Background: an optimization exercise with open tools, aiming at a short achievable clock period and few clock cycles per item. Do not read the settings as production practice.
Function was checked by simulation only, so behaviour that the tests miss may differ from the original.
No activity file was given, so power comes from the tool's default toggle rates.

`flow/design.v`:
```
`default_nettype none
package rv_exec_pkg;
  localparam int NUM_REGS     = 32;
  localparam int XLEN_DEFAULT = 32;
  localparam logic [4:0] REG_X0 = 5'd0;
  localparam logic [4:0] OP_LUI   = 5'd0;
  localparam logic [4:0] OP_AUIPC = 5'd1;
  localparam logic [4:0] OP_ADDI  = 5'd2;
  localparam logic [4:0] OP_SLTI  = 5'd3;
  localparam logic [4:0] OP_SLTIU = 5'd4;
  localparam logic [4:0] OP_XORI  = 5'd5;
  localparam logic [4:0] OP_ORI   = 5'd6;
  localparam logic [4:0] OP_ANDI  = 5'd7;
  localparam logic [4:0] OP_SLLI  = 5'd8;
  localparam logic [4:0] OP_SRLI  = 5'd9;
  localparam logic [4:0] OP_SRAI  = 5'd10;
  localparam logic [4:0] OP_ADD   = 5'd11;
  localparam logic [4:0] OP_SUB   = 5'd12;
  localparam logic [4:0] OP_SLL   = 5'd13;
  localparam logic [4:0] OP_SLT   = 5'd14;
  localparam logic [4:0] OP_SLTU  = 5'd15;
  localparam logic [4:0] OP_XOR   = 5'd16;
  localparam logic [4:0] OP_SRL   = 5'd17;
  localparam logic [4:0] OP_SRA   = 5'd18;
  localparam logic [4:0] OP_OR    = 5'd19;
  localparam logic [4:0] OP_AND   = 5'd20;
endpackage
`default_nettype wire
`default_nettype none
import rv_exec_pkg::*;
module rv_regfile
#(
  parameter int XLEN = XLEN_DEFAULT
) (
  input  logic                in_clk,
  input  logic                in_rst,
  input  logic [NUM_REGS-1:0] rsel1_i,
  input  logic [NUM_REGS-1:0] rsel2_i,
  output logic [3:0][XLEN-1:0] rgrp1_o,
  output logic [3:0][XLEN-1:0] rgrp2_o,
  input  logic [NUM_REGS-1:0] wsel_i,
  input  logic [XLEN-1:0]     wdata_i
);
  logic [XLEN-1:0] regs [1:NUM_REGS-1];
  for (genvar i = 1; i < NUM_REGS; i++) begin : g_reg
    always_ff @(posedge in_clk or negedge in_rst) begin
      if (!in_rst) begin
        regs[i] <= '0;
      end else if (wsel_i[i]) begin
        regs[i] <= wdata_i;
      end
    end
  end
  always_comb begin
    for (int k = 0; k < 4; k++) begin
      rgrp1_o[k] = '0;
      rgrp2_o[k] = '0;
      for (int j = (k == 0) ? 1 : 0; j < 8; j++) begin
        rgrp1_o[k] = rgrp1_o[k] | (regs[8*k+j] & {XLEN{rsel1_i[8*k+j]}});
        rgrp2_o[k] = rgrp2_o[k] | (regs[8*k+j] & {XLEN{rsel2_i[8*k+j]}});
      end
    end
  end
endmodule
`default_nettype wire
`default_nettype none
import rv_exec_pkg::*;
module rv_issue
#(
  parameter int XLEN = XLEN_DEFAULT
) (
  input  logic                in_clk,
  input  logic                in_rst,
  input  logic                accept_i,
  input  logic [4:0]          op_i,
  input  logic [4:0]          rd_i,
  input  logic [4:0]          rs1_i,
  input  logic [4:0]          rs2_i,
  input  logic [XLEN-1:0]     imm_i,
  input  logic [XLEN-1:0]     pc_i,
  output logic                hold_o,
  output logic                held_o,
  output logic [NUM_REGS-1:0] rsel1_o,
  output logic [NUM_REGS-1:0] rsel2_o,
  input  logic [3:0][XLEN-1:0] rgrp1_i,
  input  logic [3:0][XLEN-1:0] rgrp2_i,
  input  logic [XLEN-1:0]     r_data_i,
  input  logic                x_valid_i,
  input  logic [4:0]          x_rd_i,
  output logic                d_valid_o,
  output logic [4:0]          d_rd_o,
  output logic [XLEN-1:0]     d_a_o,
  output logic [XLEN-1:0]     d_b_o,
  output logic                d_fx1_o,
  output logic                d_fx2_o,
  output logic                d_fr1_o,
  output logic                d_fr2_o,
  output logic                d_inv_o,
  output logic                d_sgn_o,
  output logic                d_sel_add_o,
  output logic                d_sel_lt_o,
  output logic                d_log_and_o,
  output logic                d_log_xor_o,
  output logic                d_sel_sll_o,
  output logic                d_sel_sr_o,
  output logic                d_sra_o
);
  logic            s_valid;
  logic [4:0]      s_op;
  logic [4:0]      s_rd;
  logic [4:0]      s_rs1;
  logic [4:0]      s_rs2;
  logic [XLEN-1:0] s_imm;
  logic [XLEN-1:0] s_pc;
  logic            f_stall;
  assign hold_o = f_stall && (s_valid || accept_i);
  assign held_o = s_valid;
  always_ff @(posedge in_clk or negedge in_rst) begin
    if (!in_rst) begin
      s_valid <= 1'b0;
    end else begin
      s_valid <= hold_o;
    end
  end
  always_ff @(posedge in_clk) begin
    if (!s_valid) begin
      s_op  <= op_i;
      s_rd  <= rd_i;
      s_rs1 <= rs1_i;
      s_rs2 <= rs2_i;
      s_imm <= imm_i;
      s_pc  <= pc_i;
    end
  end
  logic [4:0]      n_op;
  logic [4:0]      n_rd;
  logic [4:0]      n_rs1;
  logic [4:0]      n_rs2;
  logic [XLEN-1:0] n_imm;
  logic [XLEN-1:0] n_pc;
  always_comb begin
    if (s_valid) begin
      n_op  = s_op;
      n_rd  = s_rd;
      n_rs1 = s_rs1;
      n_rs2 = s_rs2;
      n_imm = s_imm;
      n_pc  = s_pc;
    end else begin
      n_op  = op_i;
      n_rd  = rd_i;
      n_rs1 = rs1_i;
      n_rs2 = rs2_i;
      n_imm = imm_i;
      n_pc  = pc_i;
    end
  end
  logic n_rs1_used, n_rs2_used, n_shift, n_pc_used;
  always_comb begin
    n_rs1_used = (n_op != OP_LUI) && (n_op != OP_AUIPC) && (n_rs1 != REG_X0);
    n_rs2_used = (n_op >= OP_ADD) && (n_rs2 != REG_X0);
    n_pc_used  = (n_op == OP_AUIPC);
    n_shift    = (n_op == OP_SLLI) || (n_op == OP_SRLI) || (n_op == OP_SRAI) ||
                 (n_op == OP_SLL)  || (n_op == OP_SRL)  || (n_op == OP_SRA);
  end
  logic                f_valid;
  logic [4:0]          f_op;
  logic [4:0]          f_rd;
  logic [XLEN-1:0]     f_imm;
  logic [XLEN-1:0]     f_pc;
  logic                f_pc_used;
  logic                f_imm_used;
  logic [NUM_REGS-1:0] f_oh1, f_oh2;
  logic [NUM_REGS-1:0] f_rsel1, f_rsel2;
  logic                f_fx1, f_fx2;
  logic                f_fr1, f_fr2;
  logic                f_fb1, f_fb2;
  logic [NUM_REGS-1:0] n_oh1, n_oh2;
  logic                n_fx1, n_fx2, n_fr1, n_fr2, n_fb1, n_fb2;
  always_comb begin
    for (int i = 0; i < NUM_REGS; i++) begin
      n_oh1[i] = n_rs1_used && (n_rs1 == 5'(i));
      n_oh2[i] = n_rs2_used && (n_rs2 == 5'(i));
    end
    n_fx1 = n_rs1_used && f_valid   && (f_rd   == n_rs1);
    n_fx2 = n_rs2_used && f_valid   && (f_rd   == n_rs2);
    n_fr1 = n_rs1_used && d_valid_o && (d_rd_o == n_rs1);
    n_fr2 = n_rs2_used && d_valid_o && (d_rd_o == n_rs2);
    n_fb1 = n_rs1_used && x_valid_i && (x_rd_i == n_rs1);
    n_fb2 = n_rs2_used && x_valid_i && (x_rd_i == n_rs2);
  end
  always_ff @(posedge in_clk or negedge in_rst) begin
    if (!in_rst) begin
      f_valid <= 1'b0;
      f_fx1   <= 1'b0;
      f_fx2   <= 1'b0;
      f_fr1   <= 1'b0;
      f_fr2   <= 1'b0;
      f_fb1   <= 1'b0;
      f_fb2   <= 1'b0;
    end else if (!f_stall) begin
      f_valid <= s_valid || accept_i;
      f_fx1   <= n_fx1;
      f_fx2   <= n_fx2;
      f_fr1   <= n_fr1;
      f_fr2   <= n_fr2;
      f_fb1   <= n_fb1;
      f_fb2   <= n_fb2;
    end else begin
      f_fx1   <= 1'b0;
      f_fx2   <= 1'b0;
      f_fr1   <= f_fx1;
      f_fr2   <= f_fx2;
      f_fb1   <= f_fr1;
      f_fb2   <= f_fr2;
    end
  end
  always_ff @(posedge in_clk) begin
    if (!f_stall) begin
      f_op       <= n_op;
      f_rd       <= n_rd;
      f_imm      <= n_imm;
      f_pc       <= n_pc;
      f_pc_used  <= n_pc_used;
      f_imm_used <= (n_op < OP_ADD);
      f_oh1      <= n_oh1;
      f_oh2      <= n_oh2;
      f_rsel1    <= n_oh1 & {NUM_REGS{!n_fb1}};
      f_rsel2    <= n_oh2 & {NUM_REGS{!n_fb2}};
    end else begin
      f_rsel1    <= f_oh1 & {NUM_REGS{!f_fr1}};
      f_rsel2    <= f_oh2 & {NUM_REGS{!f_fr2}};
    end
  end
  assign rsel1_o = f_rsel1;
  assign rsel2_o = f_rsel2;
  logic inv;
  logic sgn;
  logic sel_add, sel_lt, sel_xor, sel_or, sel_and, sel_sll, sel_sr, sra;
  always_comb begin
    inv      = 1'b0;
    sgn      = 1'b0;
    sel_add  = 1'b0;
    sel_lt   = 1'b0;
    sel_xor  = 1'b0;
    sel_or   = 1'b0;
    sel_and  = 1'b0;
    sel_sll  = 1'b0;
    sel_sr   = 1'b0;
    sra      = 1'b0;
    case (f_op)
      OP_LUI:   begin sel_add = 1'b1; end
      OP_AUIPC: begin sel_add = 1'b1; end
      OP_ADDI:  begin sel_add = 1'b1; end
      OP_SLTI:  begin sel_lt = 1'b1; inv = 1'b1; sgn = 1'b1; end
      OP_SLTIU: begin sel_lt = 1'b1; inv = 1'b1; end
      OP_XORI:  begin sel_xor = 1'b1; end
      OP_ORI:   begin sel_or = 1'b1; end
      OP_ANDI:  begin sel_and = 1'b1; end
      OP_SLLI:  begin sel_sll = 1'b1; end
      OP_SRLI:  begin sel_sr = 1'b1; end
      OP_SRAI:  begin sel_sr = 1'b1; sra = 1'b1; end
      OP_ADD:   begin sel_add = 1'b1; end
      OP_SUB:   begin sel_add = 1'b1; inv = 1'b1; end
      OP_SLL:   begin sel_sll = 1'b1; end
      OP_SLT:   begin sel_lt = 1'b1; inv = 1'b1; sgn = 1'b1; end
      OP_SLTU:  begin sel_lt = 1'b1; inv = 1'b1; end
      OP_XOR:   begin sel_xor = 1'b1; end
      OP_SRL:   begin sel_sr = 1'b1; end
      OP_SRA:   begin sel_sr = 1'b1; sra = 1'b1; end
      OP_OR:    begin sel_or = 1'b1; end
      OP_AND:   begin sel_and = 1'b1; end
      default:  ;
    endcase
  end
  logic d_shift;
  assign d_shift = (d_sel_sll_o || d_sel_sr_o) && (d_fx1_o || d_fx2_o);
  assign f_stall = f_valid && (f_fx1 || f_fx2) && d_shift;
  logic [4:0][XLEN-1:0] d_ag;
  logic [4:0][XLEN-1:0] d_bg;
  always_ff @(posedge in_clk or negedge in_rst) begin
    if (!in_rst) begin
      d_valid_o <= 1'b0;
    end else begin
      d_valid_o <= f_valid && !f_stall;
    end
  end
  always_ff @(posedge in_clk) begin
    for (int k = 0; k < 4; k++) begin
      d_ag[k] <= rgrp1_i[k];
      d_bg[k] <= rgrp2_i[k];
    end
    d_ag[4]     <= ({XLEN{f_fb1}} & r_data_i) | ({XLEN{f_pc_used}} & f_pc);
    d_bg[4]     <= ({XLEN{f_fb2}} & r_data_i) | ({XLEN{f_imm_used}} & f_imm);
    d_rd_o      <= f_rd;
    d_fx1_o     <= f_fx1;
    d_fx2_o     <= f_fx2;
    d_fr1_o     <= f_fr1;
    d_fr2_o     <= f_fr2;
    d_inv_o     <= inv;
    d_sgn_o     <= sgn;
    d_sel_add_o <= sel_add;
    d_sel_lt_o  <= sel_lt;
    d_log_and_o <= sel_and || sel_or;
    d_log_xor_o <= sel_xor || sel_or;
    d_sel_sll_o <= sel_sll;
    d_sel_sr_o  <= sel_sr;
    d_sra_o     <= sra;
  end
  assign d_a_o = d_ag[0] | d_ag[1] | d_ag[2] | d_ag[3] | d_ag[4];
  assign d_b_o = d_bg[0] | d_bg[1] | d_bg[2] | d_bg[3] | d_bg[4];
endmodule
`default_nettype wire
`default_nettype none
import rv_exec_pkg::*;
module rv_alu
#(
  parameter int XLEN = XLEN_DEFAULT
) (
  input  logic                in_clk,
  input  logic                in_rst,
  input  logic                d_valid_i,
  input  logic [4:0]          d_rd_i,
  input  logic [XLEN-1:0]     d_a_i,
  input  logic [XLEN-1:0]     d_b_i,
  input  logic                d_fx1_i,
  input  logic                d_fx2_i,
  input  logic                d_fr1_i,
  input  logic                d_fr2_i,
  input  logic                d_inv_i,
  input  logic                d_sgn_i,
  input  logic                d_sel_add_i,
  input  logic                d_sel_lt_i,
  input  logic                d_log_and_i,
  input  logic                d_log_xor_i,
  input  logic                d_sel_sll_i,
  input  logic                d_sel_sr_i,
  input  logic                d_sra_i,
  output logic                x_valid_o,
  output logic [4:0]          x_rd_o,
  output logic                r_valid_o,
  output logic [4:0]          r_rd_o,
  output logic [XLEN-1:0]     r_data_o,
  output logic [NUM_REGS-1:0] r_wsel_o
);
  localparam int W  = XLEN + 1;
  logic [XLEN-1:0] x_a;
  logic [XLEN-1:0] x_b;
  logic            x_inv;
  logic            x_sgn;
  logic            x_sel_add;
  logic            x_sel_lt;
  logic            x_log_and;
  logic            x_log_xor;
  logic [XLEN-1:0] x_shv;       
  logic            x_sll_slow;   
  logic            x_sr_slow;    
  logic            x_sra;
  logic [W-1:0] ea;
  logic [W-1:0] eb;
  logic [W-1:0] g;
  logic [W-1:0] p;
  logic [W-1:0] cy;
  assign ea = {~x_sgn | x_a[XLEN-1], x_a};
  assign eb = {x_sgn & x_b[XLEN-1], x_b};
  assign g  = ea & eb;
  assign p  = ea ^ eb;
  rv_carry #(.W(W)) u_carry (
    .a_i  (ea),
    .b_i  (eb),
    .cy_o (cy)
  );
  logic [4:0]      xamt;
  logic [3:0]      xsh_h;
  logic [3:0]      xsh_m;
  logic [XLEN-1:0] xsh;
  assign xamt = x_b[4:0];
  always_comb begin
    for (int k = 0; k < 4; k++) begin
      xsh_h[k] = (xamt[1:0] == 2'(k));
      xsh_m[k] = (xamt[3:2] == 2'(k));
    end
  end
  rv_shift #(.XLEN(XLEN)) u_xshift (
    .a_i     (x_a),
    .shl_h_i (xsh_h & {4{x_sll_slow}}),
    .shr_h_i (xsh_h & {4{x_sr_slow}}),
    .m_i     (xsh_m),
    .s4_i    (xamt[4]),
    .fill_i  (x_sra & x_a[XLEN-1]),
    .y_o     (xsh)
  );
  logic [XLEN-1:0] other;
  logic [XLEN-1:0] sp;
  logic [XLEN-1:0] res_c0;    
  logic [XLEN-1:0] res_c1;    
  logic [XLEN-1:0] csel;      
  logic [XLEN-1:0] fast;
  logic [XLEN-1:0] result;
  assign other = ({XLEN{x_log_and}} & g[XLEN-1:0])
               | ({XLEN{x_log_xor}} & p[XLEN-1:0])
               | x_shv;
  assign sp = p[XLEN-1:0] ^ {XLEN{x_inv}};
  assign csel = {cy[XLEN-1:1], cy[XLEN]};
  always_comb begin
    res_c0 = ({XLEN{x_sel_add}} &  sp) | other;
    res_c1 = ({XLEN{x_sel_add}} & ~sp) | other;
    res_c0[0] = ({x_sel_add} & sp[0]) | other[0] | (x_sel_lt & ~p[XLEN]);
    res_c1[0] = ({x_sel_add} & sp[0]) | other[0] | (x_sel_lt &  p[XLEN]);
  end
  rv_csel #(.W(XLEN)) u_sel_res (
    .sel_i (csel),
    .hi_i  (res_c1),
    .lo_i  (res_c0),
    .y_o   (fast)
  );
  assign result = fast | xsh;
  logic [XLEN-1:0] base_a, base_b;
  logic [XLEN-1:0] a_nxt, b_nxt;
  logic [XLEN-1:0] a_c1, a_c0, b_c1, b_c0;
  assign base_a = d_fr1_i ? r_data_o : d_a_i;
  assign base_b = d_fr2_i ? r_data_o : d_b_i;
  assign a_c1 = (d_fx1_i ? res_c1 : base_a) ^ {XLEN{d_inv_i}};
  assign a_c0 = (d_fx1_i ? res_c0 : base_a) ^ {XLEN{d_inv_i}};
  assign b_c1 =  d_fx2_i ? res_c1 : base_b;
  assign b_c0 =  d_fx2_i ? res_c0 : base_b;
  rv_csel #(.W(XLEN)) u_sel_a (
    .sel_i (csel),
    .hi_i  (a_c1),
    .lo_i  (a_c0),
    .y_o   (a_nxt)
  );
  rv_csel #(.W(XLEN)) u_sel_b (
    .sel_i (csel),
    .hi_i  (b_c1),
    .lo_i  (b_c0),
    .y_o   (b_nxt)
  );
  logic       d_sh_fast;
  logic [4:0] damt;
  logic [3:0] dsh_h;
  logic [3:0] dsh_m;
  logic [XLEN-1:0] d_shv;
  assign d_sh_fast = !d_fx1_i && !d_fx2_i;
  assign damt      = base_b[4:0];
  always_comb begin
    for (int k = 0; k < 4; k++) begin
      dsh_h[k] = (damt[1:0] == 2'(k));
      dsh_m[k] = (damt[3:2] == 2'(k));
    end
  end
  rv_shift #(.XLEN(XLEN)) u_dshift (
    .a_i     (base_a),
    .shl_h_i (dsh_h & {4{d_sel_sll_i && d_sh_fast}}),
    .shr_h_i (dsh_h & {4{d_sel_sr_i && d_sh_fast}}),
    .m_i     (dsh_m),
    .s4_i    (damt[4]),
    .fill_i  (d_sra_i && d_sh_fast && base_a[XLEN-1]),
    .y_o     (d_shv)
  );
  always_ff @(posedge in_clk or negedge in_rst) begin
    if (!in_rst) begin
      x_valid_o <= 1'b0;
    end else begin
      x_valid_o <= d_valid_i;
    end
  end
  always_ff @(posedge in_clk) begin
    x_rd_o    <= d_rd_i;
    x_a       <= a_nxt;
    x_b       <= b_nxt;
    x_inv     <= d_inv_i;
    x_sgn     <= d_sgn_i;
    x_sel_add <= d_sel_add_i;
    x_sel_lt  <= d_sel_lt_i;
    x_log_and <= d_log_and_i;
    x_log_xor <= d_log_xor_i;
    x_shv      <= d_shv;
    x_sll_slow <= d_sel_sll_i && !d_sh_fast;
    x_sr_slow  <= d_sel_sr_i && !d_sh_fast;
    x_sra      <= d_sra_i && !d_sh_fast;
  end
  always_ff @(posedge in_clk or negedge in_rst) begin
    if (!in_rst) begin
      r_valid_o <= 1'b0;
      r_wsel_o  <= '0;
    end else begin
      r_valid_o <= x_valid_o;
      for (int i = 0; i < NUM_REGS; i++) begin
        r_wsel_o[i] <= x_valid_o && (x_rd_o == 5'(i)) && (i != 0);
      end
    end
  end
  always_ff @(posedge in_clk) begin
    r_rd_o   <= x_rd_o;
    r_data_o <= result;
  end
endmodule
module rv_carry
#(
  parameter int W = 33
) (
  input  logic [W-1:0] a_i,
  input  logic [W-1:0] b_i,
  output logic [W-1:0] cy_o
);
  localparam int LV = $clog2(W);
  logic [W-1:0] gg [LV+1];
  logic [W-1:0] tt [LV+1];
  assign gg[0] = ~(a_i & b_i);
  assign tt[0] = ~(a_i | b_i);
  function automatic logic pol(input integer l, input integer i);
    integer n, k;
    begin
      n = 0;
      for (k = 1; k <= l; k = k + 1) begin
        if (i >= (1 << (k - 1))) n = n + 1;
      end
      pol = (n % 2) == 1;
    end
  endfunction
  for (genvar l = 1; l <= LV; l++) begin : g_lvl
    localparam int D = 1 << (l - 1);
    for (genvar i = 0; i < W; i++) begin : g_bit
      if (i >= D) begin : g_op
        localparam logic PH = pol(l - 1, i);
        localparam logic PL = pol(l - 1, i - D);
        logic glo, tlo;
        if (PH == PL) begin : g_same
          assign glo = gg[l-1][i-D];
          assign tlo = tt[l-1][i-D];
        end else begin : g_flip
          assign glo = ~gg[l-1][i-D];
          assign tlo = ~tt[l-1][i-D];
        end
        if (PH) begin : g_pos
          rv_pfx_p u_node (
            .g_hi_i (gg[l-1][i]),
            .t_hi_i (tt[l-1][i]),
            .g_lo_i (glo),
            .t_lo_i (tlo),
            .gn_o   (gg[l][i]),
            .tn_o   (tt[l][i])
          );
        end else begin : g_neg
          rv_pfx_n u_node (
            .gn_hi_i (gg[l-1][i]),
            .tn_hi_i (tt[l-1][i]),
            .gn_lo_i (glo),
            .tn_lo_i (tlo),
            .g_o     (gg[l][i]),
            .t_o     (tt[l][i])
          );
        end
      end else begin : g_pass
        assign gg[l][i] = gg[l-1][i];
        assign tt[l][i] = tt[l-1][i];
      end
    end
  end
  assign cy_o[0] = 1'b0;
  for (genvar i = 1; i < W; i++) begin : g_out
    if (pol(LV, i - 1)) begin : g_t
      assign cy_o[i] = gg[LV][i-1];
    end else begin : g_f
      assign cy_o[i] = ~gg[LV][i-1];
    end
  end
endmodule
module rv_pfx_p (
  input  logic g_hi_i,
  input  logic t_hi_i,
  input  logic g_lo_i,
  input  logic t_lo_i,
  output logic gn_o,
  output logic tn_o
);
  assign gn_o = ~(g_hi_i | (t_hi_i & g_lo_i));
  assign tn_o = ~(t_hi_i & t_lo_i);
endmodule
module rv_pfx_n (
  input  logic gn_hi_i,
  input  logic tn_hi_i,
  input  logic gn_lo_i,
  input  logic tn_lo_i,
  output logic g_o,
  output logic t_o
);
  assign g_o = ~(gn_hi_i & (tn_hi_i | gn_lo_i));
  assign t_o = ~(tn_hi_i | tn_lo_i);
endmodule
module rv_shift
#(
  parameter int XLEN = 32
) (
  input  logic [XLEN-1:0] a_i,
  input  logic [3:0]      shl_h_i,
  input  logic [3:0]      shr_h_i,
  input  logic [3:0]      m_i,
  input  logic            s4_i,
  input  logic            fill_i,
  output logic [XLEN-1:0] y_o
);
  logic [XLEN-1:0] l1, l2;
  logic [XLEN-1:0] q1, q2;
  always_comb begin
    l1 = '0;
    q1 = '0;
    for (int k = 0; k < 4; k++) begin
      l1 = l1 | ({XLEN{shl_h_i[k]}} & (a_i << k));
      q1 = q1 | ({XLEN{shr_h_i[k]}} & XLEN'($signed({fill_i, a_i}) >>> k));
    end
    l2 = '0;
    q2 = '0;
    for (int k = 0; k < 4; k++) begin
      l2 = l2 | ({XLEN{m_i[k]}} & (l1 << (4 * k)));
      q2 = q2 | ({XLEN{m_i[k]}} & XLEN'($signed({fill_i, q1}) >>> (4 * k)));
    end
    y_o = (s4_i ? (l2 << 16) : l2) | (s4_i ? XLEN'($signed({fill_i, q2}) >>> 16) : q2);
  end
endmodule
module rv_csel
#(
  parameter int W = 31
) (
  input  logic [W-1:0] sel_i,
  input  logic [W-1:0] hi_i,
  input  logic [W-1:0] lo_i,
  output logic [W-1:0] y_o
);
  for (genvar i = 0; i < W; i++) begin : g_bit
    assign y_o[i] = sel_i[i] ? hi_i[i] : lo_i[i];
  end
endmodule
`default_nettype wire
`default_nettype none
import rv_exec_pkg::*;
module rv_writeback
#(
  parameter int XLEN   = XLEN_DEFAULT,
  parameter int QDEPTH = 7
) (
  input  logic            in_clk,
  input  logic            in_rst,
  input  logic            instr_valid_i,
  output logic            instr_ready_o,
  output logic            accept_o,
  input  logic            hold_i,
  input  logic            held_i,
  input  logic            r_valid_i,
  input  logic [4:0]      r_rd_i,
  input  logic [XLEN-1:0] r_data_i,
  output logic            res_valid_o,
  input  logic            res_ready_i,
  output logic [4:0]      res_rd_o,
  output logic [XLEN-1:0] res_data_o
);
  localparam int CAP = QDEPTH;
  localparam int CW  = $clog2(CAP + 1);
  localparam int PW  = $clog2(QDEPTH);
  logic [CW-1:0] owed;
  logic          pop;
  logic          rdy_int;
  logic          q_any;
  logic          rdy_inc;
  logic          rdy_same;
  assign rdy_int  = (owed < CW'(CAP)) && !held_i;
  assign accept_o = instr_valid_i && rdy_int;
  assign pop      = q_any && res_ready_i;
  assign rdy_inc  = (owed + CW'(1)) < CW'(CAP);
  assign rdy_same = owed < CW'(CAP);
  always_ff @(posedge in_clk or negedge in_rst) begin
    if (!in_rst) begin
      owed <= '0;
    end else begin
      case ({accept_o, pop})
        2'b10:   owed <= owed + CW'(1);
        2'b01:   owed <= owed - CW'(1);
        default: ;
      endcase
    end
  end
  always_ff @(posedge in_clk) begin
    case ({accept_o, pop})
      2'b10:   instr_ready_o <= rdy_inc && !hold_i;
      2'b01:   instr_ready_o <= !hold_i;
      default: instr_ready_o <= rdy_same && !hold_i;
    endcase
  end
  logic [4:0]      q_rd   [QDEPTH];
  logic [XLEN-1:0] q_data [QDEPTH];
  logic [PW-1:0]   wptr;
  logic [PW-1:0]   rptr;
  logic [PW-1:0]   rptr1;
  logic [PW:0]     q_cnt;
  logic [PW:0]     q_cnt_nxt;
  logic [4:0]      hd0_rd, hd1_rd;
  logic [XLEN-1:0] hd0_data, hd1_data;
  assign rptr1     = (rptr == PW'(QDEPTH - 1)) ? '0 : rptr + PW'(1);
  assign q_any     = (q_cnt != '0);
  always_comb begin
    case ({r_valid_i, pop})
      2'b10:   q_cnt_nxt = q_cnt + (PW+1)'(1);
      2'b01:   q_cnt_nxt = q_cnt - (PW+1)'(1);
      default: q_cnt_nxt = q_cnt;
    endcase
  end
  logic q_any_nxt;
  assign q_any_nxt = (q_cnt >= (PW+1)'(2)) || r_valid_i || (q_any && !pop);
  always_ff @(posedge in_clk or negedge in_rst) begin
    if (!in_rst) begin
      wptr        <= '0;
      rptr        <= '0;
      q_cnt       <= '0;
    end else begin
      if (r_valid_i) wptr <= (wptr == PW'(QDEPTH - 1)) ? '0 : wptr + PW'(1);
      if (pop)       rptr <= rptr1;
      q_cnt       <= q_cnt_nxt;
    end
  end
  always_ff @(posedge in_clk) begin
    res_valid_o <= q_any_nxt;
  end
  always_ff @(posedge in_clk) begin
    if (r_valid_i) begin
      q_rd[wptr]   <= r_rd_i;
      q_data[wptr] <= r_data_i;
    end
  end
  always_comb begin
    if (q_cnt >= (PW+1)'(1)) begin
      hd0_rd   = q_rd[rptr];
      hd0_data = q_data[rptr];
    end else begin
      hd0_rd   = r_rd_i;
      hd0_data = r_data_i;
    end
    if (q_cnt >= (PW+1)'(2)) begin
      hd1_rd   = q_rd[rptr1];
      hd1_data = q_data[rptr1];
    end else begin
      hd1_rd   = r_rd_i;
      hd1_data = r_data_i;
    end
  end
  always_ff @(posedge in_clk) begin
    if (pop) begin
      res_rd_o   <= hd1_rd;
      res_data_o <= hd1_data;
    end else begin
      res_rd_o   <= hd0_rd;
      res_data_o <= hd0_data;
    end
  end
endmodule
`default_nettype wire
`default_nettype none
import rv_exec_pkg::*;
module rv_exec_top
#(
  parameter int XLEN = XLEN_DEFAULT
) (
  input  logic            in_clk,
  input  logic            in_rst,
  input  logic            instr_valid_i,
  output logic                 instr_ready_o,
  input  logic [4:0]        op_i,
  input  logic [4:0]      rd_i,
  input  logic [4:0]      rs1_i,
  input  logic [4:0]      rs2_i,
  input  logic [XLEN-1:0] imm_i,
  input  logic [XLEN-1:0] pc_i,
  output logic                 res_valid_o,
  input  logic            res_ready_i,
  output logic [4:0]           res_rd_o,
  output logic [XLEN-1:0]      res_data_o
);
  logic                accept;
  logic                hold;
  logic                held;
  logic [NUM_REGS-1:0] rsel1;
  logic [NUM_REGS-1:0] rsel2;
  logic [3:0][XLEN-1:0] rgrp1;
  logic [3:0][XLEN-1:0] rgrp2;
  logic                d_valid;
  logic [4:0]          d_rd;
  logic [XLEN-1:0]     d_a;
  logic [XLEN-1:0]     d_b;
  logic                d_fx1;
  logic                d_fx2;
  logic                d_fr1;
  logic                d_fr2;
  logic                d_inv;
  logic                d_sgn;
  logic                d_sel_add;
  logic                d_sel_lt;
  logic                d_log_and;
  logic                d_log_xor;
  logic                d_sel_sll;
  logic                d_sel_sr;
  logic                d_sra;
  logic                x_valid;
  logic [4:0]          x_rd;
  logic                r_valid;
  logic [4:0]          r_rd;
  logic [XLEN-1:0]     r_data;
  logic [NUM_REGS-1:0] r_wsel;
  rv_regfile #(.XLEN(XLEN)) u_regfile (
    .in_clk   (in_clk),
    .in_rst   (in_rst),
    .rsel1_i  (rsel1),
    .rsel2_i  (rsel2),
    .rgrp1_o  (rgrp1),
    .rgrp2_o  (rgrp2),
    .wsel_i   (r_wsel),
    .wdata_i  (r_data)
  );
  rv_issue #(.XLEN(XLEN)) u_issue (
    .in_clk      (in_clk),
    .in_rst      (in_rst),
    .accept_i    (accept),
    .op_i        (op_i),
    .rd_i        (rd_i),
    .rs1_i       (rs1_i),
    .rs2_i       (rs2_i),
    .imm_i       (imm_i),
    .pc_i        (pc_i),
    .hold_o      (hold),
    .held_o      (held),
    .rsel1_o     (rsel1),
    .rsel2_o     (rsel2),
    .rgrp1_i     (rgrp1),
    .rgrp2_i     (rgrp2),
    .r_data_i    (r_data),
    .x_valid_i   (x_valid),
    .x_rd_i      (x_rd),
    .d_valid_o   (d_valid),
    .d_rd_o      (d_rd),
    .d_a_o       (d_a),
    .d_b_o       (d_b),
    .d_fx1_o     (d_fx1),
    .d_fx2_o     (d_fx2),
    .d_fr1_o     (d_fr1),
    .d_fr2_o     (d_fr2),
    .d_inv_o     (d_inv),
    .d_sgn_o     (d_sgn),
    .d_sel_add_o (d_sel_add),
    .d_sel_lt_o  (d_sel_lt),
    .d_log_and_o (d_log_and),
    .d_log_xor_o (d_log_xor),
    .d_sel_sll_o (d_sel_sll),
    .d_sel_sr_o  (d_sel_sr),
    .d_sra_o     (d_sra)
  );
  rv_alu #(.XLEN(XLEN)) u_alu (
    .in_clk      (in_clk),
    .in_rst      (in_rst),
    .d_valid_i   (d_valid),
    .d_rd_i      (d_rd),
    .d_a_i       (d_a),
    .d_b_i       (d_b),
    .d_fx1_i     (d_fx1),
    .d_fx2_i     (d_fx2),
    .d_fr1_i     (d_fr1),
    .d_fr2_i     (d_fr2),
    .d_inv_i     (d_inv),
    .d_sgn_i     (d_sgn),
    .d_sel_add_i (d_sel_add),
    .d_sel_lt_i  (d_sel_lt),
    .d_log_and_i (d_log_and),
    .d_log_xor_i (d_log_xor),
    .d_sel_sll_i (d_sel_sll),
    .d_sel_sr_i  (d_sel_sr),
    .d_sra_i     (d_sra),
    .x_valid_o   (x_valid),
    .x_rd_o      (x_rd),
    .r_valid_o   (r_valid),
    .r_rd_o      (r_rd),
    .r_data_o    (r_data),
    .r_wsel_o    (r_wsel)
  );
  rv_writeback #(.XLEN(XLEN)) u_writeback (
    .in_clk        (in_clk),
    .in_rst        (in_rst),
    .instr_valid_i (instr_valid_i),
    .instr_ready_o (instr_ready_o),
    .accept_o      (accept),
    .hold_i        (hold),
    .held_i        (held),
    .r_valid_i     (r_valid),
    .r_rd_i        (r_rd),
    .r_data_i      (r_data),
    .res_valid_o   (res_valid_o),
    .res_ready_i   (res_ready_i),
    .res_rd_o      (res_rd_o),
    .res_data_o    (res_data_o)
  );
endmodule
`default_nettype wire
```
`flow/run.sh`:
```
#!/bin/bash
# synth_recipe.tcl (not shown) runs the flow's synth.tcl, then flattens the netlist and writes it again
# the make line also repeats each setting of config.mk as NAME=value (left out here)
make -C /OpenROAD-flow-scripts/flow DESIGN_CONFIG=/design/flow/config.mk WORK_HOME=/design/flow/orfs CLKGATE_MAP_FILE= SYNTH_SCRIPT=/design/flow/synth_recipe.tcl finish
```
`flow/config.mk`:
```
export PLATFORM = sky130hd
export DESIGN_NAME = rv_exec_top
export DESIGN_NICKNAME = rv_exec_top
export VERILOG_FILES = /design/flow/design.v
export SDC_FILE = /design/flow/constraint.sdc
export NUM_CORES = 4
export LEC_CHECK = 0
export CAP_MARGIN = 20
export CORE_MARGIN = 2
export CORE_UTILIZATION = 65
export CTS_CLUSTER_DIAMETER = 100
export CTS_CLUSTER_SIZE = 25
export SETUP_SLACK_MARGIN = 3.2
export SLEW_MARGIN = 20
export SYNTH_HIERARCHICAL = 1
```
`flow/constraint.sdc`:
```
create_clock -name core_clock -period 5.5 [get_ports {in_clk}]
set_input_delay 1.1000 -clock core_clock [delete_from_list [all_inputs] [get_ports {in_clk}]]
set_output_delay 1.1000 -clock core_clock [all_outputs]
set_load 0.01 [all_outputs]
```
==> impl_results.md, run 1 <==
- Core area: 152,000 um2
- Final period utilization: 47.4%
- Maximum Capacitance Violations: 0
- Nets: 8,346
- Crit path kind: reg2reg
- GRT overflow: 0
- Share of cells above drive strength 1: 32.9%
- Final hold violations: 0
- Maximum vdd drop: around 0.41 mV
- Worst-path fanout max: 6
- Crit path DAT: 3.31 ns
- Clock-pin slew on the worst setup and hold paths: 0.11 ns
- Vias: 77,700
- Worst Setup Start Kind: flip-flop
- Total CTS buffers: between 90 and 100
- Sink Count: 2,124
- I/O pin count: approximately 130
- Vias in the first global route: 74,200
- # rows: about 140
- Gp weighted congestion: between 1 and 1.5
- Setup tns final: 0 ns
- Crit path largest cell delay: 0.37 ns
- Slew @ Worst Pin: 1.17 ns
- Post-Route WL: 369,000 um
- Root Driver: clkbuf_16
- CTS tree: built
- Iter 0 DRT Violations: 12,600
- Hold crit path type: in2async
- Buffers on Ports: 126
- First-pass GRT wire length: 520,000 um
- CTS Buffer Depth: 3
- Max Slew Vio Count: 0
- Post-layout util: between 70% and 80%
- Syn-to-layout area delta: 11.0%
- Die Ht: 395 um
- CTS hold repair buffers: 0
- RSZ-0062 raised after global routing: true
- Mapped Cells: roughly 8,300
- Setup violations, final: 0
- Synth Cell Area: 99,200 um2
- Crit path capture type: flip-flop
- Die Area: about 160,000 um2
- Initial antenna violation count: 40
- Syn_nets: 8,424
- WL/cell: roughly 36 um
- Clock latency (worst-skew pair): 0.79 ns
- Dpl hpwl: 220,000 um
- Outcome: no timing/DRC/antenna violations
- # DRC: 0
- Fmax achieved: roughly 380 MHz
- Fillers: 10,500
- Largest net degree at the start of global routing: 122
- FF+latch area: 52,000 um2
- Clk_skew: 0.0381 ns
- DRT antenna net count: 0
- Syn. warnings: 17
- Critical path's slowest cell: nor2_4
- DR vias/cell: between 7 and 8
- CTS H-tree depth: 3
- DR pass1 iterations: 11
- Fin crit period: 2.61 ns
- Mean Syn Cell Area: approximately 12 um2
- Gr usage total: between 40% and 50%
- Die X: 395 um
- Leak pwr: 44.5 nW
- Cell-by-cell trace of the critical path: nor2_2, nand2_2, buf_6, mux2i_4, nand2_4, nor2_4, buf_8, buf_4, a22oi_2, nand2_2, buf_6, a21oi_1, nand2_1, a2bb2oi_1
- Initial Util: 65.4%
- Cell Pwr Density: 477 nW/um2
- Worst path required time: 6.20 ns
- Slew HR: 21.8%
- Multi-input gate area: 46,100 um2
## flip-flops by register name (all words and copies together), names as in the netlist, 31 cells and up
name                    flops
u_alu.r_data_o             32
u_issue.f_pc               32
u_alu.r_wsel_o             31
u_writeback.res_data_o     32
u_issue.d_ag              160
u_writeback.q_data        224
u_regfile.regs            992
u_alu.x_b                  32
u_issue.s_pc               32
u_issue.s_imm              32
u_issue.f_imm              32
u_issue.f_rsel1            31
u_alu.x_shv                32
u_writeback.q_rd           35
u_issue.f_oh2              31
u_issue.d_bg              160
u_issue.f_oh1              31
u_issue.f_rsel2            31
u_alu.x_a                  32
## repair_timing
action / CTS / global route
buffers inserted: 169 / 69
gates cloned: 42 / 8
setup endpoints to repair: 558 / 288
pin swaps: 264 / 195
resized for setup: 893 / 295
## report_power, final
group	switching (mW)	leakage, nW	internal (mW)	total (mW)
clock	5.17	1.41	3.52	8.70
combinational	11.1	19.8	7.73	18.8
sequential	4.47	23.3	20.6	25.0
total	20.7	44.5	31.8	52.6
## routing by layer
layer | up-vias | wire [um] | global-route usage [%]
met3 | 1673 | 49400 | 14.9
met1 | 38700 | 129000 | 57.4
li1 | 31300 | - | -
met2 | 5947 | 156000 | 65.9
met4 | 30 | 34600 | 33.7
met5 | - | 329 | 0.369
## cells in the final DEF (no fill, tap or decap), types with 36 or more instances in the layout
cell,n
clkbuf_16,105
a21oi_2,103
dfrtp_1,1030
inv_1,100
mux2_4,121
a22o_1,109
edfxtp_1,397
mux2i_1,112
mux4_2,42
a222oi_1,114
nor2b_1,55
nand2_2,80
ha_1,42
nor2_4,37
dfxtp_4,46
o21ai_0,80
a22oi_1,1047
dfxtp_1,551
buf_4,301
a21oi_1,235
mux2_1,74
buf_6,106
clkbuf_1,72
buf_12,36
nand2_1,331
xor2_1,108
a221o_1,40
o21ai_2,58
nand4_1,198
nor3_1,68
nor3_4,39
xnor2_1,58
nand3_1,93
mux2_2,1019
nor2_2,69
dfxtp_2,83
nor2_1,235
clkdlybuf4s50_1,79
a22oi_2,124
## through the flow
step	hold WS (ns)	total power, mW	instance area, um2	worst slack (ns)	instances
3_3_place_gp	0.312	40.3	100000	1.72	9853
4_1_cts	0.329	51.0	108000	3.04	10200
6_report	0.320	52.6	110000	2.89	10300
3_5_place_dp	0.313	41.1	101000	1.77	9855
2_1_floorplan	0.310	34.6	99400	2.86	8290
5_1_grt	0.340	54.2	110000	2.86	10300
## path summary, 6_finish.rpt
path | to | start | slack (ns) | depth (start not counted)
min in group core_clock | u_alu.x_sel_add$_DFF_P_ | u_issue.d_sel_add_o$_DFF_P_ | 0.32 | 0
setup reg to reg | u_alu.x_shv[23]$_DFF_P_ | u_issue.d_bg[97]$_DFF_P_ | 2.89 | 14
max in group asynchronous | u_regfile.regs[3][6]$_DFFE_PN0P_ | in_rst | 3.90 | 2
hold / removal | u_regfile.regs[17][26]$_DFFE_PN0P_ | in_rst | 0.32 | 1
hold reg to reg | u_alu.x_sel_add$_DFF_P_ | u_issue.d_sel_add_o$_DFF_P_ | 0.32 | 0
setup / recovery | u_alu.x_shv[23]$_DFF_P_ | u_issue.d_bg[97]$_DFF_P_ | 2.89 | 14
## cell type report
type | instances | share of cell area [%]
sequential | 2124 | 47.3
inverter | 111 | 0.407
clock inverter | 10 | 0.203
timing repair inverter | 3 | 0.0261
antenna | 14 | 0.0318
timing repair buffer | 574 | 5.36
tap | 2030 | 2.31
clock buffer | 172 | 2.52
multi-input combinational | 5301 | 41.9
## critical path: cells and delay by family (launching register included)
family | cells | cell delay [ns]
compound gates | 3 | 0.30
buf+inv | 4 | 0.58
flops | 1 | 0.33
mux | 1 | 0.22
simple gates | 6 | 1.13
Testbench counts, summed over its fixed seeds: cycles 12,057, items 12,000.
==> run 2: changes to the inputs <==
--- a/flow/design.v
+++ b/flow/design.v
@@ -104,5 +104,8 @@
   output logic                d_sel_sll_o,
   output logic                d_sel_sr_o,
-  output logic                d_sra_o
+  output logic                d_sra_o,
+  output logic [3:0]          d_sh_h_o,
+  output logic [3:0]          d_sh_m_o,
+  output logic                d_sh_4_o
 );
   logic            s_valid;
@@ -226,9 +229,9 @@
       f_oh1      <= n_oh1;
       f_oh2      <= n_oh2;
-      f_rsel1    <= n_oh1 & {NUM_REGS{!n_fb1}};
-      f_rsel2    <= n_oh2 & {NUM_REGS{!n_fb2}};
+      f_rsel1    <= n_oh1 & {NUM_REGS{!n_fb1 && !n_fr1}};
+      f_rsel2    <= n_oh2 & {NUM_REGS{!n_fb2 && !n_fr2}};
     end else begin
-      f_rsel1    <= f_oh1 & {NUM_REGS{!f_fr1}};
-      f_rsel2    <= f_oh2 & {NUM_REGS{!f_fr2}};
+      f_rsel1    <= f_oh1 & {NUM_REGS{!f_fr1 && !f_fx1}};
+      f_rsel2    <= f_oh2 & {NUM_REGS{!f_fr2 && !f_fx2}};
     end
   end
@@ -277,4 +280,17 @@
   assign d_shift = (d_sel_sll_o || d_sel_sr_o) && (d_fx1_o || d_fx2_o);
   assign f_stall = f_valid && (f_fx1 || f_fx2) && d_shift;
+  logic [4:0] amt;
+  logic [3:0] amt_h;
+  logic [3:0] amt_m;
+  always_comb begin
+    amt = ({5{f_fb2 && !f_fr2}} & r_data_i[4:0]) | ({5{f_imm_used}} & f_imm[4:0]);
+    for (int k = 0; k < 4; k++) begin
+      amt = amt | rgrp2_i[k][4:0];
+    end
+    for (int k = 0; k < 4; k++) begin
+      amt_h[k] = (amt[1:0] == 2'(k));
+      amt_m[k] = (amt[3:2] == 2'(k));
+    end
+  end
   logic [4:0][XLEN-1:0] d_ag;
   logic [4:0][XLEN-1:0] d_bg;
@@ -291,6 +307,6 @@
       d_bg[k] <= rgrp2_i[k];
     end
-    d_ag[4]     <= ({XLEN{f_fb1}} & r_data_i) | ({XLEN{f_pc_used}} & f_pc);
-    d_bg[4]     <= ({XLEN{f_fb2}} & r_data_i) | ({XLEN{f_imm_used}} & f_imm);
+    d_ag[4]     <= ({XLEN{f_fb1 && !f_fr1}} & r_data_i) | ({XLEN{f_pc_used}} & f_pc);
+    d_bg[4]     <= ({XLEN{f_fb2 && !f_fr2}} & r_data_i) | ({XLEN{f_imm_used}} & f_imm);
     d_rd_o      <= f_rd;
     d_fx1_o     <= f_fx1;
@@ -307,7 +323,10 @@
     d_sel_sr_o  <= sel_sr;
     d_sra_o     <= sra;
+    d_sh_h_o    <= amt_h;
+    d_sh_m_o    <= amt_m;
+    d_sh_4_o    <= amt[4];
   end
-  assign d_a_o = d_ag[0] | d_ag[1] | d_ag[2] | d_ag[3] | d_ag[4];
-  assign d_b_o = d_bg[0] | d_bg[1] | d_bg[2] | d_bg[3] | d_bg[4];
+  assign d_a_o = d_ag[0] | d_ag[1] | d_ag[2] | d_ag[3] | d_ag[4] | ({XLEN{d_fr1_o}} & r_data_i);
+  assign d_b_o = d_bg[0] | d_bg[1] | d_bg[2] | d_bg[3] | d_bg[4] | ({XLEN{d_fr2_o}} & r_data_i);
 endmodule
 `default_nettype wire
@@ -337,4 +356,7 @@
   input  logic                d_sel_sr_i,
   input  logic                d_sra_i,
+  input  logic [3:0]          d_sh_h_i,
+  input  logic [3:0]          d_sh_m_i,
+  input  logic                d_sh_4_i,
   output logic                x_valid_o,
   output logic [4:0]          x_rd_o,
@@ -419,6 +441,6 @@
   logic [XLEN-1:0] a_nxt, b_nxt;
   logic [XLEN-1:0] a_c1, a_c0, b_c1, b_c0;
-  assign base_a = d_fr1_i ? r_data_o : d_a_i;
-  assign base_b = d_fr2_i ? r_data_o : d_b_i;
+  assign base_a = d_a_i;
+  assign base_b = d_b_i;
   assign a_c1 = (d_fx1_i ? res_c1 : base_a) ^ {XLEN{d_inv_i}};
   assign a_c0 = (d_fx1_i ? res_c0 : base_a) ^ {XLEN{d_inv_i}};
@@ -443,9 +465,9 @@
   logic [XLEN-1:0] d_shv;
   assign d_sh_fast = !d_fx1_i && !d_fx2_i;
-  assign damt      = base_b[4:0];
+  assign damt      = r_data_o[4:0];
   always_comb begin
     for (int k = 0; k < 4; k++) begin
-      dsh_h[k] = (damt[1:0] == 2'(k));
-      dsh_m[k] = (damt[3:2] == 2'(k));
+      dsh_h[k] = d_fr2_i ? (damt[1:0] == 2'(k)) : d_sh_h_i[k];
+      dsh_m[k] = d_fr2_i ? (damt[3:2] == 2'(k)) : d_sh_m_i[k];
     end
   end
@@ -455,5 +477,5 @@
     .shr_h_i (dsh_h & {4{d_sel_sr_i && d_sh_fast}}),
     .m_i     (dsh_m),
-    .s4_i    (damt[4]),
+    .s4_i    (d_fr2_i ? damt[4] : d_sh_4_i),
     .fill_i  (d_sra_i && d_sh_fast && base_a[XLEN-1]),
     .y_o     (d_shv)
@@ -800,4 +822,7 @@
   logic                d_sel_sr;
   logic                d_sra;
+  logic [3:0]          d_sh_h;
+  logic [3:0]          d_sh_m;
+  logic                d_sh_4;
   logic                x_valid;
   logic [4:0]          x_rd;
@@ -851,5 +876,8 @@
     .d_sel_sll_o (d_sel_sll),
     .d_sel_sr_o  (d_sel_sr),
-    .d_sra_o     (d_sra)
+    .d_sra_o     (d_sra),
+    .d_sh_h_o    (d_sh_h),
+    .d_sh_m_o    (d_sh_m),
+    .d_sh_4_o    (d_sh_4)
   );
   rv_alu #(.XLEN(XLEN)) u_alu (
@@ -873,4 +901,7 @@
     .d_sel_sr_i  (d_sel_sr),
     .d_sra_i     (d_sra),
+    .d_sh_h_i    (d_sh_h),
+    .d_sh_m_i    (d_sh_m),
+    .d_sh_4_i    (d_sh_4),
     .x_valid_o   (x_valid),
     .x_rd_o      (x_rd),
--- a/flow/config.mk
+++ b/flow/config.mk
@@ -10,5 +10,5 @@
 export CORE_UTILIZATION = 65
 export CTS_CLUSTER_DIAMETER = 100
-export CTS_CLUSTER_SIZE = 25
+export CTS_CLUSTER_SIZE = 20
 export SETUP_SLACK_MARGIN = 3.2
 export SLEW_MARGIN = 20
==> run 2 against run 1 <==
Critical endpoint is now u_alu.r_data_o[6]$_DFF_P_. Critical path type unchanged. Sequential share of layout area increased by 0.20 points. Combinational power about the same. Via count decreased by 0.63%. Clock skew increased by 0.024 ns. Largest cell class unchanged. Largest power group unchanged.
==> impl_results.md, run 2 <==
- Outcome: no timing/DRC/antenna violations
- DR vias/cell: roughly 7.4
- Crit path capture type: flip-flop
- CTS tree: built
- Worst Path Buf+Inv: 2
- Gr usage total: 45.1%
- Multi-input gate area: 45,300 um2
- # DRC: 0
- P_int: 32.3 mW
- Vias: 77,200
- Initial antenna violation count: 34
- Fin crit period: 2.54 ns
- I/O pin count: 127
- Mapped Cells: 8,310
- Clock share of power: around 18%
- Core area: roughly 150,000 um2
- Clock latency (worst-skew pair): between 0.8 and 0.9 ns
- Crit path DAT: 3.22 ns
- Largest net degree at the start of global routing: 135
- Final hold violations: 0
- Critical path's slowest cell: dfxtp_4
- Setup violations, final: 0
- Fillers: 10,500
- CTS hold repair buffers: 0
- Most frequent cells in the layout: 1,081 x a22oi_1, 1,026 x dfrtp_1, 1,011 x mux2_2
- Slew HR: a little under a tenth
- GRT overflow: 0
- Synth Cell Area: roughly 100,000 um2
- Fmax achieved: around 390 MHz
- CTS Buffer Depth: 3
- Max Slew Vio Count: 0
- Cell Pwr Density: between 400 and 500 nW/um2
- Number of flip-flops in the largest register: 992
- Top Registers: u_regfile.regs x992, u_writeback.q_data x224
- Syn_nets: 8,444
- Switching power: 20.5 mW
- Mean Syn Cell Area: 11.9 um2
- Syn-to-layout area delta: 11.4%
- # rows: 143
- Vias in the first global route: around 73,000
- Initial Util: 65.3%
- Cell-by-cell trace of the critical path: buf_6, and3b_2, buf_12, a22oi_1, nand2_2, a22o_1, a211oi_4, a21oi_2, or2_2
- DRT antenna net count: 0
- Commonest non-fill, non-tap cell in the layout: a22oi_1
- First-pass GRT wire length: 512,000 um
- Final period utilization: 46.2%
- Share of cells above drive strength 1: roughly a third
- Largest Register: u_regfile.regs
- DR pass1 iterations: 11
- Maximum vdd drop: 0.383 mV
- Iter 0 DRT Violations: between 10,000 and 15,000
- Switching fraction of total power: around two fifths
- Crit path largest cell delay: 0.43 ns
- Post-Route WL: around 360,000 um
- Syn. warnings: 17
- RSZ-0062 raised after global routing: true
- Maximum Capacitance Violations: 0
- Dpl hpwl: 219,000 um
- CTS H-tree depth: 3
- Worst Setup Start Kind: flip-flop
- Slew @ Worst Pin: 1.35 ns
- Hold WS: 0.299 ns
- Post-layout util: 72.7%
- Crit path kind: reg2reg
- Family with the most delay on the worst path: compound AO/OA/AOI/OAI gates
- Clk_skew: 0.0622 ns
- Total CTS buffers: 118
- Die Area: 155,000 um2
- Power share of the combinational group: 35.5%
- Root Driver: clkbuf_16
- WL/cell: roughly 35 um
- Buffers on Ports: 126
- Worst-path fanout max: 16
- Total power draw: 52.8 mW
- Part of the power in registers: around 47%
- Nets: 8,395
- Setup tns final: 0 ns
- Die Ht: 394 um
- Sink Count: 2,133
- Hold crit path type: in2async
- Gp weighted congestion: between 0.9 and 1
- Worst path required time: 6.19 ns
- Die X: 394 um
- Leak pwr: about 45 nW
- FF+latch area: 52,200 um2
- Clock-pin slew on the worst setup and hold paths: 0.09 ns
run 2: worst paths after layout:
check                                            startpoint                                 to  slack, ns  cells past startpoint
worst min register to register  u_issue.d_sel_add_o$_DFF_P_            u_alu.x_sel_add$_DFF_P_       0.33                      0
min in group core_clock         u_issue.d_sel_add_o$_DFF_P_            u_alu.x_sel_add$_DFF_P_       0.33                      0
max in group asynchronous                            in_rst  u_regfile.regs[1][13]$_DFFE_PN0P_       3.80                      2
worst min-delay path                                 in_rst  u_regfile.regs[9][24]$_DFFE_PN0P_       0.30                      1
worst max-delay path                   u_alu.x_b[0]$_DFF_P_          u_alu.r_data_o[6]$_DFF_P_       2.96                      9
worst max register to register         u_alu.x_b[0]$_DFF_P_          u_alu.r_data_o[6]$_DFF_P_       2.96                      9
run 2: layout make-up:
class / instances / area share (%)
Antenna cell: 24 / 0.0546
Tap cell: 2030 / 2.31
Clock inverter: 11 / 0.134
Timing Repair Buffer: 578 / 5.34
Timing Repair inverter: 3 / 0.0205
Inverter: 120 / 0.449
Clock buffer: 215 / 3.03
Sequential cell: 2133 / 47.5
Multi-Input combinational cell: 5307 / 41.2
run 2: timing repair:
action                                  4_1_cts  5_1_grt
setup buffers                               126      100
endpoints found under the setup margin      444      256
gates resized for setup                     709      386
endpoints found under the hold margin         0        0
gates cloned                                 20       15
pin swaps                                   153      200
run 2: metrics by stage:
stage          cell area (um2)  cells  setup WS (ns)
2_1_floorplan            98900   8310           2.86
3_5_place_dp            100000   9907           1.62
4_1_cts                 107000  10300           3.06
6_report                110000  10400           2.96
5_1_grt                 110000  10400           2.95
3_3_place_gp            100000   9905           1.69
run 2: power by group through the flow:
stage	sequential [mW]	combinational, mW	clock [mW]
3_5_place_dp	24.6	16.0	0
2_1_floorplan	23.1	11.3	0
4_1_cts	24.3	17.4	9.50
5_1_grt	24.9	19.6	10.1
6_report	24.6	18.8	9.47
3_3_place_gp	24.3	15.5	0
run 2: layer usage:
layer / global-route usage (%) / wire [um] / up-vias
met1: 57.2 / 128000 / 38600
met4: 33.5 / 33600 / 20
met5: 0 / 121 / -
met3: 14.8 / 50200 / 1385
li1: - / - / 31500
met2: 64.4 / 152000 / 5677
Testbench counts of run 2, summed over its fixed seeds: cycles 12,057, items 12,000.
==> run 3: changes to the inputs <==
--- a/flow/design.v
+++ b/flow/design.v
@@ -159,11 +159,59 @@
     end
   end
+  logic i_rs1_used, i_rs2_used, i_shift, i_pc_used;
+  logic i_fx1, i_fx2, i_fr1, i_fr2, i_fb1, i_fb2;
+  always_comb begin
+    i_rs1_used = (op_i != OP_LUI) && (op_i != OP_AUIPC) && (rs1_i != REG_X0);
+    i_rs2_used = (op_i >= OP_ADD) && (rs2_i != REG_X0);
+    i_pc_used  = (op_i == OP_AUIPC);
+    i_shift    = (op_i == OP_SLLI) || (op_i == OP_SRLI) || (op_i == OP_SRAI) ||
+                 (op_i == OP_SLL)  || (op_i == OP_SRL)  || (op_i == OP_SRA);
+    i_fx1 = i_rs1_used && f_valid   && (f_rd   == rs1_i);
+    i_fx2 = i_rs2_used && f_valid   && (f_rd   == rs2_i);
+    i_fr1 = i_rs1_used && d_valid_o && (d_rd_o == rs1_i);
+    i_fr2 = i_rs2_used && d_valid_o && (d_rd_o == rs2_i);
+    i_fb1 = i_rs1_used && x_valid_i && (x_rd_i == rs1_i);
+    i_fb2 = i_rs2_used && x_valid_i && (x_rd_i == rs2_i);
+  end
+  logic s_rs1_used, s_rs2_used, s_shift, s_pc_used;
+  logic s_fx1, s_fx2, s_fb1, s_fb2;
+  always_ff @(posedge in_clk) begin
+    if (!s_valid) begin
+      s_rs1_used <= i_rs1_used;
+      s_rs2_used <= i_rs2_used;
+      s_pc_used  <= i_pc_used;
+      s_shift    <= i_shift;
+      s_fx1      <= i_fx1;
+      s_fx2      <= i_fx2;
+      s_fb1      <= i_fr1;
+      s_fb2      <= i_fr2;
+    end
+  end
   logic n_rs1_used, n_rs2_used, n_shift, n_pc_used;
+  logic n_fx1, n_fx2, n_fr1, n_fr2, n_fb1, n_fb2;
   always_comb begin
-    n_rs1_used = (n_op != OP_LUI) && (n_op != OP_AUIPC) && (n_rs1 != REG_X0);
-    n_rs2_used = (n_op >= OP_ADD) && (n_rs2 != REG_X0);
-    n_pc_used  = (n_op == OP_AUIPC);
-    n_shift    = (n_op == OP_SLLI) || (n_op == OP_SRLI) || (n_op == OP_SRAI) ||
-                 (n_op == OP_SLL)  || (n_op == OP_SRL)  || (n_op == OP_SRA);
+    if (s_valid) begin
+      n_rs1_used = s_rs1_used;
+      n_rs2_used = s_rs2_used;
+      n_pc_used  = s_pc_used;
+      n_shift    = s_shift;
+      n_fx1      = s_fx1;
+      n_fx2      = s_fx2;
+      n_fr1      = 1'b0;
+      n_fr2      = 1'b0;
+      n_fb1      = s_fb1;
+      n_fb2      = s_fb2;
+    end else begin
+      n_rs1_used = i_rs1_used;
+      n_rs2_used = i_rs2_used;
+      n_pc_used  = i_pc_used;
+      n_shift    = i_shift;
+      n_fx1      = i_fx1;
+      n_fx2      = i_fx2;
+      n_fr1      = i_fr1;
+      n_fr2      = i_fr2;
+      n_fb1      = i_fb1;
+      n_fb2      = i_fb2;
+    end
   end
   logic                f_valid;
@@ -173,4 +221,5 @@
   logic [XLEN-1:0]     f_pc;
   logic                f_pc_used;
+  logic                f_shift;
   logic                f_imm_used;
   logic [NUM_REGS-1:0] f_oh1, f_oh2;
@@ -180,5 +229,4 @@
   logic                f_fb1, f_fb2;
   logic [NUM_REGS-1:0] n_oh1, n_oh2;
-  logic                n_fx1, n_fx2, n_fr1, n_fr2, n_fb1, n_fb2;
   always_comb begin
     for (int i = 0; i < NUM_REGS; i++) begin
@@ -186,10 +234,4 @@
       n_oh2[i] = n_rs2_used && (n_rs2 == 5'(i));
     end
-    n_fx1 = n_rs1_used && f_valid   && (f_rd   == n_rs1);
-    n_fx2 = n_rs2_used && f_valid   && (f_rd   == n_rs2);
-    n_fr1 = n_rs1_used && d_valid_o && (d_rd_o == n_rs1);
-    n_fr2 = n_rs2_used && d_valid_o && (d_rd_o == n_rs2);
-    n_fb1 = n_rs1_used && x_valid_i && (x_rd_i == n_rs1);
-    n_fb2 = n_rs2_used && x_valid_i && (x_rd_i == n_rs2);
   end
   always_ff @(posedge in_clk or negedge in_rst) begin
@@ -226,4 +268,5 @@
       f_pc       <= n_pc;
       f_pc_used  <= n_pc_used;
+      f_shift    <= n_shift;
       f_imm_used <= (n_op < OP_ADD);
       f_oh1      <= n_oh1;
@@ -277,7 +320,14 @@
     endcase
   end
-  logic d_shift;
-  assign d_shift = (d_sel_sll_o || d_sel_sr_o) && (d_fx1_o || d_fx2_o);
-  assign f_stall = f_valid && (f_fx1 || f_fx2) && d_shift;
+  logic stall_nxt;
+  assign stall_nxt = !f_stall && (s_valid || accept_i) &&
+                     (((n_fx1 || n_fx2) && f_valid && f_shift && f_fx1) || (n_fx2 && n_shift));
+  always_ff @(posedge in_clk or negedge in_rst) begin
+    if (!in_rst) begin
+      f_stall <= 1'b0;
+    end else begin
+      f_stall <= stall_nxt;
+    end
+  end
   logic [4:0] amt;
   logic [3:0] amt_h;
@@ -376,6 +426,8 @@
   logic            x_log_xor;
   logic [XLEN-1:0] x_shv;       
-  logic            x_sll_slow;   
-  logic            x_sr_slow;    
+  logic [3:0]      xsh_l;        
+  logic [3:0]      xsh_r;        
+  logic [3:0]      xsh_m;
+  logic            xsh_4;
   logic            x_sra;
   logic [W-1:0] ea;
@@ -393,21 +445,11 @@
     .cy_o (cy)
   );
-  logic [4:0]      xamt;
-  logic [3:0]      xsh_h;
-  logic [3:0]      xsh_m;
   logic [XLEN-1:0] xsh;
-  assign xamt = x_b[4:0];
-  always_comb begin
-    for (int k = 0; k < 4; k++) begin
-      xsh_h[k] = (xamt[1:0] == 2'(k));
-      xsh_m[k] = (xamt[3:2] == 2'(k));
-    end
-  end
   rv_shift #(.XLEN(XLEN)) u_xshift (
     .a_i     (x_a),
-    .shl_h_i (xsh_h & {4{x_sll_slow}}),
-    .shr_h_i (xsh_h & {4{x_sr_slow}}),
+    .shl_h_i (xsh_l),
+    .shr_h_i (xsh_r),
     .m_i     (xsh_m),
-    .s4_i    (xamt[4]),
+    .s4_i    (xsh_4),
     .fill_i  (x_sra & x_a[XLEN-1]),
     .y_o     (xsh)
@@ -499,6 +541,8 @@
     x_log_xor <= d_log_xor_i;
     x_shv      <= d_shv;
-    x_sll_slow <= d_sel_sll_i && !d_sh_fast;
-    x_sr_slow  <= d_sel_sr_i && !d_sh_fast;
+    xsh_l      <= dsh_h & {4{d_sel_sll_i && !d_sh_fast}};
+    xsh_r      <= dsh_h & {4{d_sel_sr_i && !d_sh_fast}};
+    xsh_m      <= dsh_m;
+    xsh_4      <= d_fr2_i ? damt[4] : d_sh_4_i;
     x_sra      <= d_sra_i && !d_sh_fast;
   end
==> run 3 against run 2 <==
Via count is 0.67% lower. Final area decreased by 1.2%. Count of clock-buffer cells in the layout is 2 higher. Still clean on timing, DRC and antenna. Combinational power fell by 2%. Synthesized area rose by 0.65%. Wire length down 2.2%. Critical path depth is 4 lower. Register-to-register slack improved by 0.03 ns. Utilization decreased by 1.2 points. Highest routed layer unchanged. Non-clock buffer count fell by 62. Power decreased by 0.30%. Synthesized cell count rose by 1.1%.
==> impl_results.md, run 3 <==
- Outcome: no timing/DRC/antenna violations
- Initial Util: about two thirds
- Setup violations, final: 0
- Max Slew Vio Count: 0
- Clock-pin slew on the worst setup and hold paths: 0.09 ns
- FF+latch area: 52,700 um2
- Cell Pwr Density: 484 nW/um2
- DP Worst Slack: 1.57 ns
- Fin area: 109,000 um2
- I/O pin count: 127
- Number of flip-flops in the largest register: 992
- Commonest non-fill, non-tap cell in the layout: a22oi_1
- Crit path largest cell delay: 0.65 ns
- Maximum Capacitance Violations: 0
- Slew @ Worst Pin: 1.23 ns
- Clock latency (worst-skew pair): 0.81 ns
- Core area: approximately 150,000 um2
- Largest net degree at the start of global routing: 131
- Vias in the first global route: 73,800
- Total CTS buffers: 118
- Buffers on Ports: 126
- Slew HR: 17.9%
- First-pass GRT wire length: roughly 510,000 um
- Mean Syn Cell Area: ~12 um2
- Switching fraction of total power: 38.2%
- Iter 0 DRT Violations: between 10,000 and 15,000
- Gr usage total: 44.2%
- CTS H-tree depth: 3
- Syn-to-layout area delta: 9.32%
- Crit path DAT: 3.11 ns
- Worst Setup Start Kind: flip-flop
- Final period utilization: 45.6%
- CTS hold repair buffers: 0
- Fin crit period: 2.51 ns
- RSZ-0062 raised after global routing: true
- # rows: 143
- Share of cells above drive strength 1: 29.7%
- Initial antenna violation count: 31
- Largest Register: u_regfile.regs
- Multi-input gate area: 44,400 um2
- Syn_nets: 8,536
- Die Area: 156,000 um2
- Die Ht: 395 um
- Sink Count: approximately 2,200
- Die X: between 300 and 400 um
- Final hold violations: 0
- Syn. warnings: 17
- Dpl hpwl: 217,000 um
- # DRC: 0
- Vias: 76,700
- Switching power: a little over 20 mW
- Critical path's slowest cell: nor4_2
- Nets: approximately 8,400
- CTS tree: built
- Leak pwr: 44.1 nW
- Clock share of power: 18.1%
- Synth Cell Area: 99,400 um2
- WL/cell: 34.2 um
- Fillers: 10,800
- P_int: 32.5 mW
- Most frequent cells in the layout: 1,149 x a22oi_1, 1,027 x dfrtp_1, 1,011 x mux2_2
- Crit path kind: reg2reg
- Maximum vdd drop: 0.355 mV
- GRT overflow: 0
- Post-Route WL: roughly 360,000 um
- Total power draw: 52.7 mW
- DR vias/cell: 7.36
- PnR worst setup slack: between 2 and 3 ns
- DR pass1 iterations: 11
- Fmax achieved: 399 MHz
- Mapped Cells: 8,403
- Clk_skew: 0.0907 ns
- CTS Buffer Depth: 3
- Worst path required time: 6.10 ns
- DRT antenna net count: 0
- Part of the power in registers: 47.0%
- Hold crit path type: reg2reg
- Crit path capture type: flip-flop
- Worst-path fanout max: 32
- Setup tns final: 0 ns
- Top Registers: u_regfile.regs x992, u_writeback.q_data x224
- Cell-by-cell trace of the critical path: buf_4, a22oi_1, nand4_1, nor4_2, nand2b_1
- Power share of the combinational group: 35.0%
- Placement Cell Area: approximately 100,000 um2
- Root Driver: clkbuf_16
- Gp weighted congestion: 1.00
## run 3: timing repair
| action | 4_1_cts | 5_1_grt |
|---|---|---|
| gates resized for setup | 579 | 262 |
| endpoints found under the setup margin | 493 | 202 |
| pin swaps | 42 | 119 |
| setup buffers | 77 | 82 |
| cloned | 9 | 8 |
## run 3: layout make-up
class	instances	share of cell area, %
clock inverter	7	0.131
multi-input combinational	5360	40.8
sequential	2154	48.5
inverter	118	0.428
antenna	13	0.0299
timing repair buffer	516	4.67
tap	2030	2.34
clock buffer	217	3.11
## run 3: power by group through the flow
stage / combinational [mW] / sequential (mW) / clock [mW]
after CTS: 17.0 / 24.6 / 9.54
after global routing: 19.3 / 25.1 / 10.1
after floorplan: 11.4 / 23.4 / 0
after global placement: 15.6 / 24.5 / 0
final: 18.4 / 24.7 / 9.51
after detailed placement: 16.0 / 24.8 / 0
## run 3: critical path: cells and delay by family, from the launching register on
| kind | cells | cell delay [ns] |
|---|---|---|
| DFF | 1 | 0.31 |
| buffers and inverters | 1 | 0.31 |
| AOI/OAI and AO/OA | 1 | 0.30 |
| and+or+nand+nor | 3 | 1.36 |
## run 3: final timing paths
path | startpoint | to | slack [ns] | cells past startpoint
worst min register to register | u_issue.d_sel_lt_o$_DFF_P_ | u_alu.x_sel_lt$_DFF_P_ | 0.33 | 0
worst max-delay path | u_issue.f_rsel2[22]$_DFF_P_ | u_issue.d_sh_4_o$_DFF_P_ | 2.99 | 5
max in group asynchronous | in_rst | u_regfile.regs[28][24]$_DFFE_PN0P_ | 3.77 | 2
worst max register to register | u_issue.f_rsel2[22]$_DFF_P_ | u_issue.d_sh_4_o$_DFF_P_ | 2.99 | 5
worst min-delay path | u_issue.d_sel_lt_o$_DFF_P_ | u_alu.x_sel_lt$_DFF_P_ | 0.33 | 0
min in group asynchronous | in_rst | u_issue.f_fb1$_DFF_PN0_ | 0.36 | 1
## run 3: metal layers
layer	global-route usage, %	share of wire [%]	routed length (um)
met5	0.0616	0.033	117
met4	30.8	8.7	30900
met3	13.2	12	44300
met2	65.2	43	152000
met1	56.1	36	128000
## run 3: stage by stage
step | std cells | util [%] | hold WS (ns)
after floorplan | 8403 | - | 0.310
after global placement | 10000 | 66.4 | 0.316
after detailed placement | 10000 | 66.5 | 0.312
after CTS | 10300 | 70.3 | 0.332
after global routing | 10400 | 71.5 | 0.343
final | 10400 | 71.5 | 0.333
Testbench counts of run 3, summed over its fixed seeds: cycles 12,106, items 12,000.

==> static timing again, ports no longer ideal <==
The results above use ideal ports. As a check the final layouts listed here were re-extracted and re-timed, cells and wires unchanged. Step 1, drivers: a clkbuf_16 drives in_clk and a buf_2 each remaining input, both assumed. Step 2 adds t to the input delays and takes it off the output delays; t is the mean of the earliest and latest rising clock arrival at the registers after step 1. Input paths then give back, and output paths get back, about the clock's delay inside the block. Slacks: ideal / step 1 / step 2; pairs: ideal / step 1.
| run | t, ns | slack for setup (ns) | slew at the worst register clock pin (ns) | worst data-port slew with drivers (ns) |
|---|---|---|---|---|
| run 1 | 0.861 | 2.892 / 2.892 / 2.417 | 0.11 / 0.11 | 0.08 |
| run 2 | 0.881 | 2.962 / 2.962 / 2.202 | 0.09 / 0.09 | 0.17 |
| run 3 | 0.845 | 2.991 / 2.991 / 2.460 | 0.10 / 0.10 | 0.07 |
After both steps setup and hold are still met in every run listed. For run 2, which loses most, drivers alone change the setup slack by 0.000 ns; drivers and shift together by -0.760 ns.
